Source: an optimization exercise on an open RTL-to-GDS flow (aim: small area, a short achievable clock period and few clock cycles per item). Production flows keep margins and buffers that such runs may drop.
Only simulation tests tie the RTL to the original design; equivalence was not proved.
Power figures rest on the tool's default switching activity, not on a simulated workload.

[design.v]
package bap_pkg;
   localparam logic [7:0] NameLimitReset = 8'd30;
   localparam int QueueDepth = 2;
   typedef enum logic [1:0] {PH_LEN, PH_TYPE, PH_DATA, PH_STOP} phase_type;
   localparam logic [4:0] K_FLAGS = 5'd0, K_UUID16 = 5'd1, K_UUID32 = 5'd2,
      K_U128LO = 5'd3, K_U128HI = 5'd4, K_SNAME = 5'd5, K_NAME = 5'd6,
      K_TXPWR = 5'd7, K_CLASS = 5'd8, K_DEVID = 5'd9, K_APPEAR = 5'd10,
      K_COMPANY = 5'd11, K_MANUF = 5'd12, K_HASH = 5'd13, K_RAND = 5'd14,
      K_UNKNOWN = 5'd15, K_BLKEND = 5'd16;
   localparam logic [3:0] C_NONE = 4'd0, C_FLAGS = 4'd1, C_TXPWR = 4'd2, C_UUID16 = 4'd3,
      C_UUID32 = 4'd4, C_U128 = 4'd5, C_SNAME = 4'd6, C_NAME = 4'd7, C_CLASS = 4'd8,
      C_HASH = 4'd9, C_RAND = 4'd10, C_DEVID = 4'd11, C_APPEAR = 4'd12, C_MANUF = 4'd13;
   typedef struct packed {
      logic       rec_valid;
      logic [3:0] kind;
      logic       half;
      logic [7:0] lo;
      logic [3:0] mask;      
      logic       end_valid;
      logic [1:0] end_status;
      logic [6:0] num;
   } entry_type;
   localparam int EntryBits = 28;
   function automatic logic type_is_known(input logic [7:0] t);
      type_is_known = (t >= 8'h01 && t <= 8'h0A) || (t >= 8'h0D && t <= 8'h10) ||
             (t >= 8'h14 && t <= 8'h19) || (t >= 8'h1F && t <= 8'h21) ||
             (t == 8'hFF);
   endfunction
   function automatic logic [3:0] type_class(input logic [7:0] t);
      case (t)
         8'h01: type_class = C_FLAGS;
         8'h0A: type_class = C_TXPWR;
         8'h02, 8'h03: type_class = C_UUID16;
         8'h04, 8'h05: type_class = C_UUID32;
         8'h06, 8'h07: type_class = C_U128;
         8'h08: type_class = C_SNAME;
         8'h09: type_class = C_NAME;
         8'h0D: type_class = C_CLASS;
         8'h0E: type_class = C_HASH;
         8'h0F: type_class = C_RAND;
         8'h10: type_class = C_DEVID;
         8'h19: type_class = C_APPEAR;
         8'hFF: type_class = C_MANUF;
         default: type_class = C_NONE;
      endcase
   endfunction
   function automatic logic lt8(input logic [7:0] a, input logic [7:0] b);
      logic r;
      r = 1'b0;
      for (int i = 0; i < 8; i++) r = (!a[i] && b[i]) || (!(a[i] ^ b[i]) && r);
      lt8 = r;
   endfunction
   function automatic logic [7:0] inc8(input logic [7:0] a);
      logic c;
      c = 1'b1;
      for (int i = 0; i < 8; i++) begin
         inc8[i] = a[i] ^ c;
         c = c && a[i];
      end
   endfunction
   function automatic logic [7:0] dec8(input logic [7:0] a);
      logic c;
      c = 1'b1;
      for (int i = 0; i < 8; i++) begin
         dec8[i] = a[i] ^ c;
         c = c && !a[i];
      end
   endfunction
endpackage
module bap_front (
   input  logic               clock,
   input  logic               reset,
   input  logic               req_valid,
   output logic               req_stall,
   input  logic [16:0]        req_data,
   output logic               csr_ready,
   input  logic [7:0]         name_limit,
   output logic               rsp_valid,
   input  logic               rsp_stall,
   output logic [78:0]        rsp_data
);
   logic full, pop, wide_pend, wide_take, pop_ok, wide_ok, push, wide_push, h_recend;
   bap_pkg::entry_type ent;
   logic [63:0] acc;
   logic       in_v, in_first, in_lz, in_l1, in_bz, in_dneg, in_known, in_pre, in_nm;
   logic [7:0] in_b, in_lm1, in_d;
   logic [3:0] in_cls;
   bap_pkg::phase_type phase_ff;
   logic [7:0] offs_ff, rem_ff, pos_ff;
   logic [6:0] cnt_ff;
   logic [1:0] stat_ff;
   logic [3:0] cls_ff;
   logic nz_ff, drec_ff, nmn_ff;
   logic go, accept, wstall, name_ok;
   function automatic logic [2:0] lane_of(input logic [3:0] c, input logic [7:0] ps);
      if (c == bap_pkg::C_UUID16) lane_of = {2'b00, ps[0]};
      else if (c == bap_pkg::C_UUID32) lane_of = {1'b0, ps[1:0]};
      else lane_of = ps[2:0];
   endfunction
   function automatic logic keep_of(input logic [3:0] c, input logic [7:0] ps);
      case (c)
         bap_pkg::C_UUID16, bap_pkg::C_UUID32, bap_pkg::C_U128: keep_of = 1'b1;
         bap_pkg::C_CLASS, bap_pkg::C_HASH, bap_pkg::C_RAND, bap_pkg::C_DEVID:
            keep_of = (ps[7:4] == 4'd0);
         bap_pkg::C_APPEAR, bap_pkg::C_MANUF: keep_of = (ps[7:1] == 7'd0);
         default: keep_of = 1'b0;
      endcase
   endfunction
   logic [2:0] lane;
   logic kw;
   assign lane = lane_of(cls_ff, pos_ff);
   assign kw = keep_of(cls_ff, pos_ff);
   logic wblock, st_reg, st_if, vnf_ff;
   assign wblock = wide_pend && vnf_ff && nz_ff;
   assign wstall = wblock && !wide_take;
   assign go = in_v && !wstall && (!full || pop);
   assign st_reg = in_v && (wblock || (full && h_recend));
   assign st_if = in_v && full;
   bap_stall u_stall (.st_reg(st_reg), .st_if(st_if), .rsp_stall(rsp_stall),
                      .req_stall(req_stall));
   assign accept = req_valid && !req_stall;
   assign csr_ready = !in_v;
   assign name_ok = bap_pkg::lt8(pos_ff, name_limit);
   logic [8:0] dfull;
   assign dfull = {1'b0, req_data[8:1]} - 9'd1 - {1'b0, req_data[16:9]};
   always_ff @(posedge clock) begin
      if (reset) begin
         in_v <= 1'b0; vnf_ff <= 1'b0;
      end else if (accept) begin
         in_v <= 1'b1; vnf_ff <= !req_data[0];
      end else if (go) begin
         in_v <= 1'b0; vnf_ff <= 1'b0;
      end
   end
   always_ff @(posedge clock) begin
      if (accept) begin
         in_first <= req_data[0];
         in_b <= req_data[16:9];
         in_lm1 <= bap_pkg::dec8(req_data[8:1]);
         in_lz <= (req_data[8:1] == 8'd0);
         in_l1 <= (req_data[8:1] == 8'd1);
         in_bz <= (req_data[16:9] == 8'd0);
         in_d <= dfull[7:0];
         in_dneg <= dfull[8];
         in_known <= bap_pkg::type_is_known(req_data[16:9]);
         in_cls <= bap_pkg::type_class(req_data[16:9]);
         in_pre <= !in_v;
         in_nm <= name_ok;
      end
   end
   bap_pkg::phase_type ph;
   logic [7:0] rem, ps;
   logic [6:0] cn, cm1;
   logic [1:0] st;
   logic [3:0] cls;
   logic       act, endb, nm, stop2, is_name, rec, wide, half, drec_n, nmn_n, nz_n;
   logic [3:0] kind, mask;
   always_comb begin
      act = !in_lz && (in_first || !bap_pkg::lt8(in_lm1, offs_ff));
      endb = !in_lz && (in_first ? in_l1 : (offs_ff == in_lm1));
      stop2 = in_dneg || (!in_first && bap_pkg::lt8(in_d, offs_ff));
      nm = in_pre ? in_nm : nmn_ff;
      is_name = (cls_ff == bap_pkg::C_SNAME) || (cls_ff == bap_pkg::C_NAME);
      ph = in_first ? bap_pkg::PH_LEN : phase_ff;
      cn = in_first ? 7'd0 : cnt_ff;
      cm1 = 7'(bap_pkg::dec8({1'b0, cnt_ff}));
      rem = rem_ff;
      ps = pos_ff;
      st = stat_ff;
      cls = cls_ff;
      rec = 1'b0;
      kind = 4'(bap_pkg::K_UNKNOWN);
      wide = 1'b0;
      half = 1'b0;
      drec_n = 1'b0;
      nmn_n = 1'b0;
      nz_n = 1'b0;
      case (ph)
         bap_pkg::PH_LEN: begin
            if (in_bz) begin
               ph = bap_pkg::PH_STOP; st = 2'd1;
            end else if (stop2) begin
               ph = bap_pkg::PH_STOP; st = 2'd2;
            end else begin
               cn = 7'(bap_pkg::inc8({1'b0, cn}));
               rem = in_b; ph = bap_pkg::PH_TYPE;
            end
         end
         bap_pkg::PH_TYPE: begin
            ps = 8'd0;
            rem = bap_pkg::dec8(rem_ff);
            cls = in_cls;
            if ((in_cls == bap_pkg::C_HASH || in_cls == bap_pkg::C_RAND) && (rem_ff[7:5] == 3'd0) && (!rem_ff[4] || rem_ff[3:0] == 4'd0))
               cls = bap_pkg::C_NONE;
            rec = !in_known;
            ph = (rem_ff != 8'd1) ? bap_pkg::PH_DATA : bap_pkg::PH_LEN;
            drec_n = (in_cls == bap_pkg::C_FLAGS) || (in_cls == bap_pkg::C_TXPWR);
            nmn_n = (name_limit != 8'd0);
         end
         bap_pkg::PH_DATA: begin
            rec = drec_ff || (is_name && nm);
            case (cls_ff)
               bap_pkg::C_FLAGS: kind = 4'(bap_pkg::K_FLAGS);
               bap_pkg::C_TXPWR: kind = 4'(bap_pkg::K_TXPWR);
               bap_pkg::C_UUID16: begin kind = 4'(bap_pkg::K_UUID16); wide = 1'b1; end
               bap_pkg::C_UUID32: begin kind = 4'(bap_pkg::K_UUID32); wide = 1'b1; end
               bap_pkg::C_U128: begin
                  kind = pos_ff[3] ? 4'(bap_pkg::K_U128HI) : 4'(bap_pkg::K_U128LO);
                  wide = 1'b1;
               end
               bap_pkg::C_SNAME: kind = 4'(bap_pkg::K_SNAME);
               bap_pkg::C_NAME: kind = 4'(bap_pkg::K_NAME);
               bap_pkg::C_CLASS: begin kind = 4'(bap_pkg::K_CLASS); wide = 1'b1; end
               bap_pkg::C_HASH: begin kind = 4'(bap_pkg::K_HASH); wide = 1'b1; half = pos_ff[3]; end
               bap_pkg::C_RAND: begin kind = 4'(bap_pkg::K_RAND); wide = 1'b1; half = pos_ff[3]; end
               bap_pkg::C_DEVID: begin kind = 4'(bap_pkg::K_DEVID); wide = 1'b1; end
               bap_pkg::C_APPEAR: begin kind = 4'(bap_pkg::K_APPEAR); wide = 1'b1; end
               bap_pkg::C_MANUF: begin
                  wide = (pos_ff[7:1] == 7'd0);
                  kind = wide ? 4'(bap_pkg::K_COMPANY) : 4'(bap_pkg::K_MANUF);
               end
               default: ;
            endcase
            case (cls_ff)
               bap_pkg::C_UUID16: drec_n = !pos_ff[0];
               bap_pkg::C_UUID32: drec_n = (pos_ff[1:0] == 2'd2);
               bap_pkg::C_U128: drec_n = (pos_ff[2:0] == 3'd6) && (pos_ff[3] || rem_ff[7:4] != 4'd0 || (rem_ff[3] && rem_ff[2:1] != 2'd0));
               bap_pkg::C_CLASS: drec_n = (pos_ff == 8'd1);
               bap_pkg::C_HASH, bap_pkg::C_RAND: drec_n = (pos_ff == 8'd6) || (pos_ff == 8'd14);
               bap_pkg::C_DEVID: drec_n = (pos_ff == 8'd6);
               bap_pkg::C_APPEAR: drec_n = (pos_ff == 8'd0);
               bap_pkg::C_MANUF: drec_n = 1'b1;
               default: drec_n = 1'b0;
            endcase
            case (cls_ff)
               bap_pkg::C_UUID16: nz_n = !pos_ff[0];
               bap_pkg::C_UUID32: nz_n = (pos_ff[1:0] != 2'd3);
               bap_pkg::C_U128: nz_n = (pos_ff[2:0] != 3'd7);
               bap_pkg::C_CLASS, bap_pkg::C_HASH, bap_pkg::C_RAND, bap_pkg::C_DEVID:
                  nz_n = (pos_ff[7:4] == 4'd0) && (pos_ff[3:0] != 4'd15) && (pos_ff[2:0] != 3'd7);
               bap_pkg::C_APPEAR, bap_pkg::C_MANUF: nz_n = (pos_ff == 8'd0);
               default: nz_n = 1'b0;
            endcase
            if (rem_ff == 8'd1) nz_n = 1'b0;
            ps = bap_pkg::inc8(pos_ff);
            nmn_n = bap_pkg::lt8(ps, name_limit);
            rem = bap_pkg::dec8(rem_ff);
            if (rem_ff == 8'd1) ph = bap_pkg::PH_LEN;
         end
         default: ;
      endcase
      mask[0] = rec && wide;
      mask[1] = rec && wide && (cls_ff == bap_pkg::C_UUID32 || cls_ff == bap_pkg::C_U128 ||
                        cls_ff == bap_pkg::C_CLASS || cls_ff == bap_pkg::C_HASH ||
                        cls_ff == bap_pkg::C_RAND || cls_ff == bap_pkg::C_DEVID);
      mask[2] = rec && wide && (cls_ff == bap_pkg::C_UUID32 || cls_ff == bap_pkg::C_U128 ||
                        cls_ff == bap_pkg::C_HASH || cls_ff == bap_pkg::C_RAND ||
                        cls_ff == bap_pkg::C_DEVID);
      mask[3] = rec && wide && (cls_ff == bap_pkg::C_U128 || cls_ff == bap_pkg::C_HASH ||
                        cls_ff == bap_pkg::C_RAND || cls_ff == bap_pkg::C_DEVID);
      ent.rec_valid = rec;
      ent.kind = kind;
      ent.half = half;
      ent.lo = wide ? acc[7:0] : in_b;
      ent.mask = mask;
      ent.end_valid = endb;
      ent.end_status = (ph == bap_pkg::PH_STOP) ? st :
                       ((ph == bap_pkg::PH_LEN) ? 2'd0 : 2'd2);
      ent.num = rec ? cm1 : cn;
   end
   assign push = go && ((act && rec) || endb);
   assign wide_push = go && act && rec && wide;
   always_ff @(posedge clock) begin
      if (reset) begin
         phase_ff <= bap_pkg::PH_LEN; offs_ff <= '0; cnt_ff <= '0; nz_ff <= 1'b0;
      end else if (go) begin
         if (act) begin
            phase_ff <= ph; offs_ff <= in_first ? 8'd1 : bap_pkg::inc8(offs_ff); cnt_ff <= cn;
            nz_ff <= nz_n;
         end else if (in_first) begin
            phase_ff <= bap_pkg::PH_LEN; offs_ff <= '0; cnt_ff <= '0; nz_ff <= 1'b0;
         end
      end
   end
   always_ff @(posedge clock) begin
      if (go && act) begin
         rem_ff <= rem; pos_ff <= ps; stat_ff <= st; cls_ff <= cls;
         drec_ff <= drec_n; nmn_ff <= nmn_n;
      end
   end
   logic in_data;
   assign in_data = !in_first && (phase_ff == bap_pkg::PH_DATA);
   for (genvar k = 0; k < 8; k++) begin : g_acc
      always_ff @(posedge clock) begin
         if (go && in_data && kw && lane == 3'(k)) acc[8*k +: 8] <= in_b;
      end
   end
   localparam int D = bap_pkg::QueueDepth;
   logic [D-1:0][bap_pkg::EntryBits-1:0] q_ff;
   logic [D-1:0] occ_ff;            
   logic take, hrec;
   bap_pkg::entry_type h, h_next;
   logic [63:0] val;
   assign h = q_ff[0];
   assign full = occ_ff[D-1];
   assign rsp_valid = occ_ff[0];
   assign hrec = h.rec_valid;
   assign h_recend = h.rec_valid && h.end_valid;
   assign pop_ok = occ_ff[0] && !h_recend;
   assign wide_ok = occ_ff[0] && h.mask[0];
   assign take = occ_ff[0] && !rsp_stall;
   assign pop = pop_ok && !rsp_stall;
   assign wide_take = wide_ok && !rsp_stall;
   always_comb begin
      h_next = h;
      h_next.rec_valid = 1'b0;
      h_next.mask = '0;
      h_next.num = 7'(bap_pkg::inc8({1'b0, h.num}));
   end
   always_comb begin
      val[7:0] = hrec ? h.lo : {1'b0, h.num};
      val[15:8] = acc[15:8] & {8{h.mask[0]}};
      val[23:16] = acc[23:16] & {8{h.mask[1]}};
      val[31:24] = acc[31:24] & {8{h.mask[2]}};
      val[63:32] = acc[63:32] & {32{h.mask[3]}};
      rsp_data = {!hrec, hrec ? h.kind : 4'd0, val, hrec && h.half, hrec ? h.num : 7'd0,
                  hrec ? 2'd0 : h.end_status};
   end
   always_ff @(posedge clock) begin
      if (reset) begin
         occ_ff <= '0; wide_pend <= 1'b0;
      end else begin
         if (push && !pop) occ_ff <= {occ_ff[D-2:0], 1'b1};
         else if (pop && !push) occ_ff <= {1'b0, occ_ff[D-1:1]};
         wide_pend <= wide_push || (wide_pend && !wide_take);
      end
   end
   logic [D-1:0] wr_here;
   always_comb begin
      for (int i = 0; i < D; i++) begin
         if (pop) wr_here[i] = (i + 1 < D) ? occ_ff[i] && !occ_ff[(i + 1) % D] : occ_ff[i];
         else wr_here[i] = (i == 0) ? !occ_ff[0] : occ_ff[(i + D - 1) % D] && !occ_ff[i];
      end
   end
   always_ff @(posedge clock) begin
      for (int i = 0; i < D; i++) begin
         if (wr_here[i]) q_ff[i] <= ent;
         else if (pop) begin
            if (i + 1 < D) q_ff[i] <= q_ff[(i + 1) % D];
         end else if (i == 0 && take) q_ff[0] <= h_next;
      end
   end
endmodule
module bap_stall (
   input  logic st_reg,
   input  logic st_if,
   input  logic rsp_stall,
   output logic req_stall
);
   assign req_stall = st_reg || (rsp_stall && st_if);
endmodule
module ble_ad_structure_parser (
   input  logic             clock,
   input  logic             reset,
   input  logic             req_valid,
   output logic             req_stall,
   input  logic [16:0]      req_data,    
   output logic             rsp_valid,
   input  logic             rsp_stall,
   output logic [78:0]      rsp_data,    
   input  logic             csr_valid,
   output logic             csr_ready,
   input  logic [7:0]       csr_data
);
   logic [7:0] limit_ff;
   always_ff @(posedge clock) begin
      if (reset) limit_ff <= bap_pkg::NameLimitReset;
      else if (csr_valid && csr_ready) limit_ff <= csr_data;
   end
   bap_front u_front (.clock(clock), .reset(reset), .req_valid(req_valid),
                      .req_stall(req_stall), .req_data(req_data), .csr_ready(csr_ready),
                      .name_limit(limit_ff), .rsp_valid(rsp_valid), .rsp_stall(rsp_stall),
                      .rsp_data(rsp_data));
endmodule
[flow/run.sh]
#!/bin/bash
# Standard layout, with the port buffers inserted before placement made of
# sky130_fd_sc_hd__buf_2 cells instead of the buffer buffer_ports picks by
# default, and without the adder-extraction step in synthesis (ABC maps the
# arithmetic as plain gates).
set -euo pipefail
export BUFFER_PORTS_ARGS="-buffer_cell sky130_fd_sc_hd__buf_2"
export ADDER_MAP_FILE=
bash standard.sh > standard_flow.log 2>&1
[standard.sh]
#!/bin/bash
# synth_recipe.tcl (not shown) runs the flow's synth.tcl, then flattens the netlist and writes it again
# the make line also repeats each setting of config.mk as NAME=value (left out here)
make -C /OpenROAD-flow-scripts/flow DESIGN_CONFIG=/design/flow/config.mk WORK_HOME=/design/flow/orfs CLKGATE_MAP_FILE= SYNTH_SCRIPT=/design/flow/synth_recipe.tcl "${@:-finish}"
[config.mk]
export PLATFORM = sky130hd
export DESIGN_NAME = ble_ad_structure_parser
export DESIGN_NICKNAME = ble_ad_structure_parser
export VERILOG_FILES = /design/flow/design.v
export SDC_FILE = /design/flow/constraint.sdc
export NUM_CORES = 4
export LEC_CHECK = 0
export CAP_MARGIN = 20
export CORE_MARGIN = 2
export CORE_UTILIZATION = 70
export CTS_BUF_LIST = sky130_fd_sc_hd__clkbuf_16
export CTS_CLUSTER_DIAMETER = 100
export CTS_CLUSTER_SIZE = 25
export SETUP_SLACK_MARGIN = 2.8
export SLEW_MARGIN = 20
export SYNTH_HIERARCHICAL = 1
export SYNTH_MINIMUM_KEEP_SIZE = 0
[constraint.sdc]
create_clock -name core_clock -period 5.5 [get_ports {clock}]
set_input_delay 1.1000 -clock core_clock [delete_from_list [all_inputs] [get_ports {clock}]]
set_output_delay 1.1000 -clock core_clock [all_outputs]
set_load 0.01 [all_outputs]
==> insert_results.sql, run 1 <==
INSERT INTO impl_metrics (metric_group, metric, value, unit) VALUES
('power_and_ir_drop', 'leakage_power', '4.67', 'nW'),
('critical_path', 'register_to_register_setup_slack', '2.89', 'ns'),
('die', 'initial_utilization', '72.1', '%'),
('run', 'maxcap_violations', '0', ''),
('timing', 'rsz_0062_raised_after_global_routing', 'yes', ''),
('synth', 'avgSynthCellArea', '10.8', 'um2'),
('critical_path', 'timing.reg2reg.worst_path_depth', '8', ''),
('critical_path', 'timing.critical_path.required', '4.40', 'ns'),
('power_and_ir_drop', 'p_per_area', '256', 'mW/mm2'),
('synth', 'async_flop_share', '0', '%'),
('placed_design', 'port_buffers', '111', ''),
('clocking', 'clock-root-buffer', 'sky130_fd_sc_hd__clkbuf_16', ''),
('clocking', 'cts_inserted_buffers', '12', ''),
('run_status', 'status', 'complete, no violations', ''),
('grt', 'grt_pass1_wl', '38300', 'um'),
('critical_path', 'critical_path.top_delay_family', 'flip-flops', ''),
('clocking', 'tritoncts', 'done', ''),
('grt', 'grt_max_degree', '38', ''),
('worst_hold_path', 'hold_path_depth', '0', ''),
('timing', 'final_hold_violation_count', '0', ''),
('clocking', 'clkTransAtPathRegs', '0.10', 'ns'),
('die', 'die_h', '129', 'um'),
('timing', 'worstMarginPinSlew', '0.797', 'ns'),
('synth', 'synthesis.yosys.warnings', '8', ''),
('synth', 'syn-instance-count', '1015', ''),
('clocking', 'cts_max_level', '1', ''),
('power_and_ir_drop', 'switching_share', '24.3', '%'),
('critical_path', 'path_class', 'reg2out', ''),
('grt', 'layer_carrying_the_most_global_route_usage', 'met2', ''),
('grt', 'antenna_found_initial', '0', ''),
('critical_path', 'critical_path_peak_fanout', '6', ''),
('power_and_ir_drop', 'seq_power_share', '59.4', '%'),
('critical_path', 'r2r-start', 'u_front.in_first', ''),
('power_and_ir_drop', 'p_clk_share', '29.2', '%'),
('die', 'die-width', '129', 'um'),
('grt', 'number_of_global_route_vias_before_repair', '7498', ''),
('power_and_ir_drop', 'comb_pwr_share', '11.4', '%'),
('clocking', 'longest_clk_path_bufs', '3', ''),
('finish', 'antenna_cells_inserted', '0', ''),
('critical_path', 'worstPathArrival', '1.57', 'ns'),
('placed_design', 'place_congestion', '0.886', ''),
('placed_design', 'post_dp_cell_area', '0.0116', 'mm2'),
('grt', 'global_route.usage.met2', '46.7', '%'),
('timing', 'max_slew_margin', '46.7', '%'),
('critical_path', 'cpPeakStageDelay', '0.43', 'ns'),
('critical_path', 'worst_path_max_delay_cell', 'sky130_fd_sc_hd__edfxtp_1', ''),
('synth', 'synthFlopType', 'sky130_fd_sc_hd__edfxtp_1', ''),
('clocking', 'clock_sinks', '211', ''),
('power_and_ir_drop', 'ir_worst_vdd', '0.000231', 'V'),
('drt', 'drtIter0Drc', '948', ''),
('timing', 'min_period_over_period', '48.5', '%'),
('grt', 'grt_overflow_total', '0', ''),
('timing', 'setup_total_negative_slack', '0', 'ns'),
('synth', 'number_of_enable_flip_flop_cells_after_synthesis', '180', ''),
('synth', 'postSynthNetCount', '1045', ''),
('die', 'dieArea', '0.0167', 'mm2'),
('drt', 'totalWireLength', '25300', 'um'),
('timing', 'worst_slack', '2.83', 'ns'),
('drt', 'detail_route.vias_per_cell', '6.37', ''),
('synth', 'postSynthRegisterBits', '211', ''),
('finish', 'area.growth.synth_to_final', '12.9', '%'),
('finish', 'design.final.nets', '1148', ''),
('drt', 'detailedRoute.firstPassIterationCount', '5', ''),
('power_and_ir_drop', 'net-switching-power', '0.000772', 'W'),
('synth', 'yosysUniqueCellTypes', '90', ''),
('critical_path', 'cpMostUsedCell', 'sky130_fd_sc_hd__buf_2', ''),
('critical_path', 'setup.worst_path.end_class', 'output pin', ''),
('critical_path', 'critical_path_cell_count', '3', ''),
('die', 'floorplan.io_pins', '112', ''),
('worst_hold_path', 'whs_endpoint', 'u_front.cls_ff[2]', ''),
('finish', 'final_area', '0.0124', 'mm2');
Yosys stat by module, one instance, submodules excluded:
| module | cell area, um2 | times used | flip-flops and latches | cells |
|---|---|---|---|---|
| bap_front | 10700 | 1 | 203 | 982 |
| bap_stall | 7.51 | 1 | 0 | 1 |
| ble_ad_structure_parser | 333 | 1 | 8 | 32 |
power by group through the flow:
stage | sequential (W) | clock [W] | combinational (W)
floorplan | 0.00189 | 0 | 0.000260
global placement | 0.00192 | 0 | 0.000315
detailed placement | 0.00192 | 0 | 0.000323
CTS | 0.00188 | 0.000937 | 0.000337
global route | 0.00189 | 0.000995 | 0.000396
finish | 0.00189 | 0.000929 | 0.000361
final cells by class:
type | count | area [um2]
flip-flops and latches | 211 | 6030
repair buffers | 150 | 903
clock buffers | 13 | 325
inverters | 37 | 150
well taps | 211 | 264
clock inverters | 7 | 38.8
multi-input cells | 706 | 4700
fillers | 926 | 2850
placed cells by master, fill, tap and decap left out, drive strengths merged, types with 31 or more instances in the layout:
cell,instances
o21ai,42
nand3,31
a21oi,50
inv,43
edfxtp,180
buf,149
nand2,86
and2,74
nor2,68
dfxtp,31
synthesized netlist by cell type, types with 11 or more instances:
master                     instances  area share [%]
sky130_fd_sc_hd__nor3_1           19            0.86
sky130_fd_sc_hd__nand2b_1         27             1.5
sky130_fd_sc_hd__xor2_1           11            0.88
sky130_fd_sc_hd__a21oi_1          50             2.3
sky130_fd_sc_hd__xnor2_1          27             2.2
sky130_fd_sc_hd__a22o_1           23             1.8
sky130_fd_sc_hd__buf_2            12            0.55
sky130_fd_sc_hd__nand3_1          29             1.3
sky130_fd_sc_hd__inv_1            34             1.2
sky130_fd_sc_hd__o21a_1           12            0.82
sky130_fd_sc_hd__nor2_1           66             2.3
sky130_fd_sc_hd__nand2_1          84             2.9
sky130_fd_sc_hd__a31oi_1          18             1.0
sky130_fd_sc_hd__edfxtp_1        180              49
sky130_fd_sc_hd__o211ai_1         11            0.75
sky130_fd_sc_hd__clkbuf_1         37             1.3
sky130_fd_sc_hd__o21ai_0          39             1.8
sky130_fd_sc_hd__and2_1           73             4.2
sky130_fd_sc_hd__nor2b_1          25             1.4
sky130_fd_sc_hd__mux2_2           13             1.3
sky130_fd_sc_hd__dfxtp_1          31             5.6
registers in the layout, summed over array words and instances, names as in the netlist, 7 cells and up:
register         flops
u_front.q_ff        56
u_front.in_d         8
limit_ff             8
u_front.in_lm1       8
u_front.acc         64
u_front.rem_ff       8
u_front.in_b         8
u_front.cnt_ff       7
u_front.pos_ff       8
u_front.offs_ff      8
cells by family (layout without fill, tap and decap cells):
| family | count (synthesis) | in the layout | synth area share, % |
|---|---|---|---|
| AOI/OAI and AO/OA | 253 | 253 | 16.6 |
| xor gates and xnor gates | 38 | 38 | 3.03 |
| adders and majority gates | 5 | 5 | 0.489 |
| buffers and inverters | 99 | 207 | 4.22 |
| DFF | 211 | 211 | 54.8 |
| muxes | 23 | 23 | 2.28 |
| and+or+nand+nor | 386 | 387 | 18.6 |
stage by stage:
step	util [%]	total power (W)	hold slack, ns	cells
after floorplan	-	0.00215	0.433	1015
after global placement	76.2	0.00224	0.462	1279
after detailed placement	76.2	0.00225	0.463	1279
after CTS	79.6	0.00316	0.485	1312
after global routing	81.3	0.00329	0.517	1335
final	81.3	0.00318	0.490	1335
layer usage:
layer | wire (um) | up-vias
li1 | - | 3970
met1 | 10600 | 4029
met2 | 12100 | 437
met3 | 1950 | 62
met4 | 676 | 0
met5 | 0 | -
worst max path at each step:
| stage | end |
|---|---|
| final | rsp_data[15] |
| after global routing | u_front.q_ff[6] |
| after floorplan | u_front.in_dneg |
| after CTS | req_stall |
| after detailed placement | u_front.acc[37] |
| after global placement | u_front.acc[33] |
timing repair:
action / 4_1_cts / 5_1_grt
cloned: 0 / 2
resized for setup: 11 / 30
pin swaps: 2 / 11
setup endpoints to repair: 159 / 118
setup buffers: 13 / 21
Testbench counts, summed over its fixed seeds: cycles 94,479, bytes 91,371.
==> run 2, diff against run 1 <==
--- a/config.mk
+++ b/config.mk
@@ -9,3 +9,3 @@
 export CORE_MARGIN = 2
-export CORE_UTILIZATION = 70
+export CORE_UTILIZATION = 60
 export CTS_BUF_LIST = sky130_fd_sc_hd__clkbuf_16
==> run 2 against run 1 <==
Net effect:
- critical path type is now in2out
- wire length decreased by 2.2%
- clock-buffer cell count unchanged
- worst setup slack got worse by 0.017 ns
- non-clock buffer count decreased by 8
- combinational power is 4% lower
- register-to-register slack hardly changed
- final area fell by 0.54%
- critical path depth unchanged
- sequential cell count unchanged
==> insert_results.sql, run 2 <==
INSERT INTO impl_metrics (metric_group, metric, value, unit) VALUES
('run_status', 'status', 'complete, no violations', ''),
('die', 'die-width', '139', 'um'),
('power_and_ir_drop', 'leakage_power', '4.61', 'nW'),
('placed_design', 'place_congestion', '0.915', ''),
('clocking', 'clock_sinks', '211', ''),
('grt', 'grt_overflow_total', '0', ''),
('clocking', 'holdBufCountCts', '0', ''),
('power_and_ir_drop', 'ir_worst_vdd', '0.000258', 'V'),
('critical_path', 'critical_path_peak_fanout', '3', ''),
('timing', 'report.final.slew_viol_count', '0', ''),
('die', 'num_rows', '49', ''),
('synth', 'postSynthNetCount', '1045', ''),
('timing', 'final_hold_violation_count', '0', ''),
('finish', 'layout.cells.most_common_list', 'sky130_fd_sc_hd__edfxtp_1 (180), sky130_fd_sc_hd__buf_2 (111), sky130_fd_sc_hd__nand2_1 (83), sky130_fd_sc_hd__and2_1 (73), sky130_fd_sc_hd__nor2_1 (59)', ''),
('critical_path', 'register_to_register_setup_slack', '2.88', 'ns'),
('clocking', 'cts_max_level', '1', ''),
('timing', 'rsz_0062_raised_after_global_routing', 'yes', ''),
('synth', 'synth.cell_area', '0.0110', 'mm2'),
('timing', 'finalHoldWorstSlack', '0.497', 'ns'),
('finish', 'reg.largest.list', 'u_front.acc: 64 flops, u_front.q_ff: 56 flops', ''),
('grt', 'grt_pass1_wl', '38500', 'um'),
('finish', 'multi_input_area', '0.00470', 'mm2'),
('die', 'floorplan.io_pins', '112', ''),
('drt', 'post_drt_wl_per_cell', '18.4', 'um'),
('finish', 'regMostFlops', 'u_front.acc', ''),
('critical_path', 'start_kind', 'input port', ''),
('drt', 'detailedRoute.firstPassIterationCount', '5', ''),
('drt', 'detail_route.drc_violations', '0', ''),
('critical_path', 'timing.critical_path.from', 'rsp_stall', ''),
('timing', 'fmax', '0.372', 'GHz'),
('synth', 'async_flop_share', '0', '%'),
('die', 'dieArea', '0.0194', 'mm2'),
('finish', 'share_of_final_layout_standard_cells_stronger_than_drive_strength_1', '20.8', '%'),
('drt', 'antenna_violating_nets_post_route', '0', ''),
('synth', 'synth_common_cells', 'sky130_fd_sc_hd__edfxtp_1 (180), sky130_fd_sc_hd__nand2_1 (84), sky130_fd_sc_hd__and2_1 (73), sky130_fd_sc_hd__nor2_1 (66), sky130_fd_sc_hd__a21oi_1 (50)', ''),
('critical_path', 'worstSetupEndpoint', 'req_stall', ''),
('run', 'maxcap_violations', '0', ''),
('die', 'die_h', '139', 'um'),
('synth', 'synth_top_cells_by_area', 'sky130_fd_sc_hd__edfxtp_1 (49%), sky130_fd_sc_hd__dfxtp_1 (5.6%), sky130_fd_sc_hd__and2_1 (4.2%)', ''),
('grt', 'grt_max_degree', '38', ''),
('finish', 'area.growth.synth_to_final', '12.3', '%'),
('synth', 'syn-instance-count', '1015', ''),
('die', 'initial_utilization', '61.2', '%'),
('grt', 'antenna_found_initial', '0', ''),
('clocking', 'clock-root-buffer', 'sky130_fd_sc_hd__clkbuf_16', ''),
('finish', 'fillers', '1371', ''),
('finish', 'layout_commonest_cell', 'sky130_fd_sc_hd__edfxtp_1', ''),
('synth', 'yosysTopAreaCellShare', '49.2', '%'),
('critical_path', 'worstPathArrival', '1.59', 'ns'),
('synth', 'synth_most_common_cell', 'sky130_fd_sc_hd__edfxtp_1', ''),
('timing', 'worst_slack', '2.81', 'ns'),
('synth', 'avgSynthCellArea', '10.8', 'um2'),
('timing', 'max_slew_margin', '44.8', '%'),
('critical_path', 'setup.worst_path.end_class', 'output pin', ''),
('placed_design', 'post_dp_cell_area', '0.0116', 'mm2'),
('clocking', 'cts_inserted_buffers', '12', ''),
('finish', 'sequential_cell_area', '0.00603', 'mm2'),
('power_and_ir_drop', 'p_per_area', '257', 'mW/mm2'),
('synth', 'post-synth-top-area-cell', 'sky130_fd_sc_hd__edfxtp_1', ''),
('drt', 'route.vias.total', '8128', ''),
('clocking', 'tritoncts', 'done', ''),
('drt', 'totalWireLength', '24700', 'um'),
('synth', 'yosysUniqueCellTypes', '90', ''),
('critical_path', 'r2r-end', 'u_front.q_ff[2]', ''),
('grt', 'number_of_global_route_vias_before_repair', '7147', ''),
('finish', 'antenna_cells_inserted', '0', ''),
('die', 'core', '0.0180', 'mm2'),
('critical_path', 'path_class', 'in2out', ''),
('placed_design', 'port_buffers', '111', ''),
('timing', 'min_period', '2.69', 'ns'),
('timing', 'setup_total_negative_slack', '0', 'ns'),
('synth', 'synthFlopType', 'sky130_fd_sc_hd__edfxtp_1', ''),
('timing', 'timing.clock.skew', '0.0150', 'ns'),
('synth', 'postSynthRegisterBits', '211', ''),
('drt', 'detail_route.vias_per_cell', '6.04', ''),
('critical_path', 'timing.critical_path.required', '4.40', 'ns'),
('critical_path', 'r2r-start', 'u_front.cls_ff[3]', ''),
('drt', 'drtIter0Drc', '698', ''),
('finish', 'final_area', '0.0123', 'mm2'),
('timing', 'worstMarginPinSlew', '0.826', 'ns'),
('grt', 'gr-usage-all-layers', '24.5', '%'),
('critical_path', 'timing.reg2reg.worst_path_depth', '8', ''),
('placed_design', 'dp_slack', '2.05', 'ns'),
('finish', 'largest_reg_flops', '64', ''),
('clocking', 'clkTransAtPathRegs', '0.09', 'ns'),
('clocking', 'longest_clk_path_bufs', '3', ''),
('synth', 'synth.yosys.seq_area_share', '54.8', '%'),
('clocking', 'clk_latency', '0.47', 'ns'),
('worst_hold_path', 'min_path_type', 'reg2reg', ''),
('timing', 'min_period_over_period', '48.8', '%'),
('synth', 'number_of_enable_flip_flop_cells_after_synthesis', '180', ''),
('placed_design', 'hpwl', '16900', 'um'),
('finish', 'design.final.nets', '1140', ''),
('timing', 'setup_violations', '0', ''),
('synth', 'synthesis.yosys.warnings', '8', '');
## run 2: cell counts after synthesis
No cell type changed its count.
## run 2: per-layer routing
metal / track usage [%] / vias to the layer above / routed length, um
li1: - / 3956 / -
met1: 36.4 / 3835 / 11300
met2: 39.6 / 309 / 11600
met3: 2.89 / 28 / 1490
met4: 4.52 / 0 / 337
met5: 0 / - / 0
## run 2: through the flow
| step | power [W] | util (%) | cells |
|---|---|---|---|
| finish | 0.00317 | 68.7 | 1345 |
| CTS | 0.00317 | 67.5 | 1326 |
| floorplan | 0.00215 | - | 1015 |
| global placement | 0.00224 | 64.8 | 1297 |
| global route | 0.00328 | 68.7 | 1345 |
| detailed placement | 0.00225 | 64.8 | 1297 |
## run 2: worst min path at each step
stage / from / endpoint / slack [ns] / cells after the start
global placement: u_front.in_cls[2] / u_front.cls_ff[2] / 0.47 / 0
global route: u_front.in_cls[2] / u_front.cls_ff[2] / 0.50 / 0
CTS: u_front.in_cls[2] / u_front.cls_ff[2] / 0.49 / 0
floorplan: limit_ff[4] / limit_ff[4] / 0.43 / 1
finish: u_front.in_cls[2] / u_front.cls_ff[2] / 0.50 / 0
detailed placement: u_front.in_cls[2] / u_front.cls_ff[2] / 0.47 / 0
## run 2: Yosys stat by module (local to each module, per instance)
module	copies in the design	cell area (um2)	flops+latches	cells inside
bap_front	1	10700	203	982
bap_stall	1	7.51	0	1
ble_ad_structure_parser	1	333	8	32
## run 2: power by group
part	switching (W)	internal, W
clock network	0.000499	0.000437
logic	0.000199	0.000146
registers	0.0000728	0.00181
## run 2: kinds of logic after synthesis
group | count (synthesis) | share of synthesized area, %
XOR/XNOR | 38 | 3.03
AO/OA/AOI/OAI | 253 | 16.6
buffers and inverters | 99 | 4.22
AND/OR/NAND/NOR | 386 | 18.6
multiplexers | 23 | 2.28
flip-flops | 211 | 54.8
adder cells (fa/ha/maj) | 5 | 0.489
## run 2: cell type report
type                       count  share of cell area (%)
multi-input combinational    706                    38.1
timing repair buffer         142                    6.62
tap                          229                    2.32
clock buffer                  13                    2.64
sequential                   211                    48.8
inverter                      37                    1.18
clock inverter                 7                   0.314
## run 2: timing repair
action | 4_1_cts | 5_1_grt
cloned | 1 | 0
endpoints found under the setup margin | 167 | 91
buffers inserted | 8 | 19
gates resized for setup | 9 | 15
pin swaps | 3 | 3
## run 2: critical path, cell delays in order
cell and delay, ns:
sky130_fd_sc_hd__buf_2 0.12, sky130_fd_sc_hd__a21o_1 0.21, sky130_fd_sc_hd__buf_2 0.15
==> run 3, diff against run 2 <==
--- a/config.mk
+++ b/config.mk
@@ -7,5 +7,6 @@
 export LEC_CHECK = 0
+export ABC_AREA = 1
 export CAP_MARGIN = 20
 export CORE_MARGIN = 2
-export CORE_UTILIZATION = 60
+export CORE_UTILIZATION = 40
 export CTS_BUF_LIST = sky130_fd_sc_hd__clkbuf_16
==> run 3 against run 2 <==
Net effect:
- sequential share of layout area fell by 0.31 points
- non-clock buffer count fell by 4
- first-iteration DRC count fell by 10%
- register-to-register slack improved by 0.16 ns
- power rose by 0.85%
- area after synthesis fell by 1.9%
- critical path type unchanged
- largest power group unchanged
==> insert_results.sql, run 3 <==
INSERT INTO impl_metrics (metric_group, metric, value, unit) VALUES
('synth', 'synth_mux_area_share', '0.104', '%'),
('worst_hold_path', 'min_path_type', 'reg2reg', ''),
('critical_path', 'r2r-end', 'u_front.acc[41]', ''),
('critical_path', 'worst_path_max_delay_cell', 'sky130_fd_sc_hd__buf_2', ''),
('critical_path', 'setup.worst_path.end_class', 'output pin', ''),
('critical_path', 'register_to_register_setup_slack', '3.04', 'ns'),
('finish', 'antenna_cells_inserted', '0', ''),
('die', 'dieArea', '0.0283', 'mm2'),
('synth', 'async_flop_share', '0', '%'),
('timing', 'min_period', '2.64', 'ns'),
('timing', 'fmax', '0.378', 'GHz'),
('placed_design', 'placed_cells', '1651', ''),
('timing', 'report.final.slew_viol_count', '0', ''),
('synth', 'synth.yosys.seq_area_share', '55.9', '%'),
('die', 'core', '0.0267', 'mm2'),
('grt', 'grt_pass1_wl', '38600', 'um'),
('grt', 'antenna_found_initial', '1', ''),
('power_and_ir_drop', 'ir_worst_vdd', '0.000142', 'V'),
('synth', 'synth_common_cells', 'sky130_fd_sc_hd__nand2_1 (325), sky130_fd_sc_hd__inv_1 (209), sky130_fd_sc_hd__edfxtp_1 (180), sky130_fd_sc_hd__nor2_1 (118), sky130_fd_sc_hd__a21oi_1 (43)', ''),
('critical_path', 'worstSetupEndpoint', 'req_stall', ''),
('critical_path', 'cpPeakStageDelay', '0.14', 'ns'),
('timing', 'min_period_over_period', '48.1', '%'),
('run_status', 'status', 'complete, no violations', ''),
('finish', 'design.final.nets', '1376', ''),
('drt', 'drtIter0Drc', '626', ''),
('finish', 'regMostFlops', 'u_front.acc', ''),
('synth', 'synth.cell_area', '0.0108', 'mm2'),
('clocking', 'cts_max_level', '1', ''),
('synth', 'synth_simple_gate_area_share', '23.0', '%'),
('drt', 'totalWireLength', '24700', 'um'),
('power_and_ir_drop', 'p_per_area', '257', 'mW/mm2'),
('critical_path', 'path_cells', 'buf_2 > nand2_1 > nand2_2 > buf_2', ''),
('synth', 'main_combinational_cell_family_by_area_after_synthesis', 'simple AND/OR/NAND/NOR gates', ''),
('synth', 'synth_most_common_cell', 'sky130_fd_sc_hd__nand2_1', ''),
('timing', 'final_hold_violation_count', '0', ''),
('finish', 'area.growth.synth_to_final', '15.1', '%'),
('clocking', 'cts_inserted_buffers', '12', ''),
('timing', 'worstMarginPinSlew', '0.691', 'ns'),
('synth', 'postSynthRegisterBits', '211', ''),
('critical_path', 'start_kind', 'input port', ''),
('synth', 'number_of_enable_flip_flop_cells_after_synthesis', '180', ''),
('synth', 'yosysUniqueCellTypes', '57', ''),
('drt', 'detail_route.drc_violations', '0', ''),
('timing', 'rsz_0062_raised_after_global_routing', 'no', ''),
('worst_hold_path', 'hold_path_startpoint', 'u_front.offs_ff[6]', ''),
('die', 'die_h', '168', 'um'),
('clocking', 'clock-root-buffer', 'sky130_fd_sc_hd__clkbuf_16', ''),
('synth', 'synthFlopType', 'sky130_fd_sc_hd__edfxtp_1', ''),
('synth', 'yosysTopAreaCellShare', '50.1', '%'),
('finish', 'layout_commonest_cell', 'sky130_fd_sc_hd__nand2_1', ''),
('clocking', 'longest_clk_path_bufs', '3', ''),
('drt', 'route.vias.total', '8279', ''),
('placed_design', 'port_buffers', '111', ''),
('die', 'num_rows', '60', ''),
('synth', 'synthAdderAreaFrac', '0', '%'),
('timing', 'setup_total_negative_slack', '0', 'ns'),
('power_and_ir_drop', 'leakage_power', '5.73', 'nW'),
('run', 'maxcap_violations', '0', ''),
('critical_path', 'critical_path_peak_fanout', '3', ''),
('synth', 'synth_top_cells_by_area', 'sky130_fd_sc_hd__edfxtp_1 (50%), sky130_fd_sc_hd__nand2_1 (11%), sky130_fd_sc_hd__inv_1 (7.3%)', ''),
('clocking', 'clk_latency', '0.47', 'ns'),
('clocking', 'tritoncts', 'done', ''),
('synth', 'synth_compound_gate_area_share', '10.2', '%'),
('grt', 'grt_max_degree', '40', ''),
('synth', 'avgSynthCellArea', '8.83', 'um2'),
('critical_path', 'worstPathArrival', '1.54', 'ns'),
('critical_path', 'timing.critical_path.required', '4.40', 'ns'),
('finish', 'reg.largest.list', 'u_front.acc: 64 flops, u_front.q_ff: 56 flops', ''),
('synth', 'yosys.area_share.xor_xnor', '1.62', '%'),
('grt', 'number_of_global_route_vias_before_repair', '7494', ''),
('clocking', 'clock_sinks', '211', ''),
('finish', 'layout.cells.most_common_list', 'sky130_fd_sc_hd__nand2_1 (324), sky130_fd_sc_hd__inv_1 (208), sky130_fd_sc_hd__edfxtp_1 (180), sky130_fd_sc_hd__buf_2 (111), sky130_fd_sc_hd__nor2_1 (109)', ''),
('drt', 'antenna_violating_nets_post_route', '0', ''),
('drt', 'route.layer.met1.wl', '11700', 'um'),
('timing', 'max_slew_margin', '53.9', '%'),
('clocking', 'holdBufCountCts', '0', ''),
('finish', 'non_filler_instance_count_after_layout', '1690', ''),
('die', 'die-width', '168', 'um'),
('placed_design', 'place_congestion', '0.925', ''),
('drt', 'route.met3.wl', '950', 'um'),
('drt', 'met2_length', '11700', 'um'),
('critical_path', 'path_class', 'in2out', ''),
('placed_design', 'hpwl', '18000', 'um'),
('synth', 'post-synth-top-area-cell', 'sky130_fd_sc_hd__edfxtp_1', ''),
('timing', 'timing.clock.skew', '0.0154', 'ns'),
('drt', 'post_drt_wl_per_cell', '14.6', 'um'),
('clocking', 'clkTransAtPathRegs', '0.10', 'ns'),
('die', 'floorplan.io_pins', '112', ''),
('grt', 'gr-usage-all-layers', '16.9', '%'),
('synth', 'synthesis.yosys.warnings', '8', ''),
('synth', 'postSynthNetCount', '1251', ''),
('finish', 'share_of_final_layout_standard_cells_stronger_than_drive_strength_1', '18.7', '%'),
('critical_path', 'cpMostUsedCell', 'sky130_fd_sc_hd__buf_2', ''),
('critical_path', 'r2r-start', 'u_front.pos_ff[4]', ''),
('timing', 'setup_violations', '0', ''),
('finish', 'largest_reg_flops', '64', ''),
('drt', 'topRoutingLayerUsed', 'met4', ''),
('drt', 'detailedRoute.firstPassIterationCount', '5', ''),
('synth', 'syn-instance-count', '1221', ''),
('critical_path', 'timing.critical_path.from', 'rsp_stall', ''),
('die', 'initial_utilization', '40.4', '%'),
('critical_path', 'timing.reg2reg.worst_path_depth', '7', ''),
('grt', 'grt_overflow_total', '0', ''),
('drt', 'detail_route.vias_per_cell', '4.90', '');
run 3: cell count changes after synthesis, sizes merged, moves of 15 or more:
cell / before / now
nand2b: 27 / 0
xnor2: 27 / 8
inv: 37 / 226
mux2: 16 / 1
and2: 74 / 1
nor2b: 26 / 0
clkbuf: 42 / 19
o21ai: 42 / 61
nor2: 67 / 136
nand2: 86 / 338
run 3: cell families (layout without fill, tap and decap cells):
kind of cell	Yosys count	in the layout
xor gates and xnor gates	20	20
DFF	211	211
and+or+nand+nor	561	561
buffers and inverters	255	383
AOI/OAI and AO/OA	173	173
muxes	1	1
run 3: power by group:
part / leakage (nW) / switching [W] / internal (W) / total (W)
Sequential: 1.96 / 0.0000515 / 0.00181 / 0.00186
Clock: 0.191 / 0.000494 / 0.000479 / 0.000974
Combinational: 3.58 / 0.000233 / 0.000126 / 0.000359
Total: 5.73 / 0.000779 / 0.00242 / 0.00320
run 3: per-layer routing:
metal	up-vias	global-route usage [%]
met5	-	0
met1	3814	23.6
met4	0	3.94
li1	4229	-
met3	23	2.02
met2	213	28.4
run 3: layout make-up:
| cell class | instances | area, um2 |
|---|---|---|
| multi-input cells | 755 | 3900 |
| well taps | 341 | 427 |
| flip-flops and latches | 211 | 6030 |
| clock buffers | 13 | 325 |
| clock inverters | 4 | 48.8 |
| inverters | 228 | 877 |
| fillers | 2540 | 14300 |
| repair buffers | 138 | 820 |
run 3: worst min-delay path by stage:
stage | slack (ns) | depth (start not counted) | end
3_3_place_gp | 0.45 | 2 | u_front.offs_ff[6]
4_1_cts | 0.47 | 2 | u_front.offs_ff[6]
2_1_floorplan | 0.44 | 2 | u_front.offs_ff[5]
3_5_place_dp | 0.46 | 0 | u_front.cls_ff[2]
6_report | 0.47 | 2 | u_front.offs_ff[6]
5_1_grt | 0.50 | 0 | u_front.cls_ff[2]
run 3: Yosys stat by module (local to each module, per instance):
module	cell area, um2	times used	cells inside	flip-flops and latches
bap_front	10500	1	1175	203
bap_stall	11.3	1	3	0
ble_ad_structure_parser	312	1	43	8
run 3: timing repair:
item | CTS | global route
pin swaps | 4 | 2
resized for setup | 15 | 6
setup buffers | 10 | 11
setup endpoints to repair | 202 | 60
run 3: metrics by stage:
step	util (%)	instance area [um2]	power (W)	hold slack [ns]	setup WS, ns
final	46.5	12400	0.00320	0.473	2.86
after global routing	46.5	12400	0.00333	0.504	2.80
after CTS	46.0	12300	0.00322	0.475	2.70
after detailed placement	43.9	11700	0.00224	0.458	1.60
after global placement	43.9	11700	0.00224	0.449	1.69
after floorplan	-	10800	0.00212	0.440	2.43
run 3: critical path: cells and delay by family:
kind          cells  cell delay (ns)
buf+inv           2             0.26
simple gates      2             0.17

==> separate check: timing with driven ports <==
How much do the figures lean on ideal ports? The routed layouts below were timed once more, with nothing changed but the port constraints. Step 1 sets driving cells, clkbuf_16 on the clock port and buf_2 on the other inputs (assumed; they add their load-dependent delay and slew). Step 2 moves the port delays by t, midway between the first and last clock arrival at a register: inputs arrive t later, outputs are due t later. That takes back most of the time a late clock gives input paths. a / b / c = no drivers / after step 1 / after step 2; a / b = the first two.
run | t (ns) | slack for setup (ns) | worst setup path at the end | slew at the worst register clock pin (ns) | worst slew at a driven data input, ns
run 1 | 0.510 | 2.831 / 2.786 / 2.384 | input to register | 0.10 / 0.10 | 0.04
run 2 | 0.512 | 2.815 / 2.791 / 2.340 | input to register | 0.10 / 0.10 | 0.03
run 3 | 0.512 | 2.856 / 2.807 / 2.402 | input to register | 0.10 / 0.10 | 0.05
After both steps setup and hold are still met in every run listed. For run 2, which loses most, drivers alone change the setup slack by -0.024 ns; drivers and shift together by -0.475 ns.
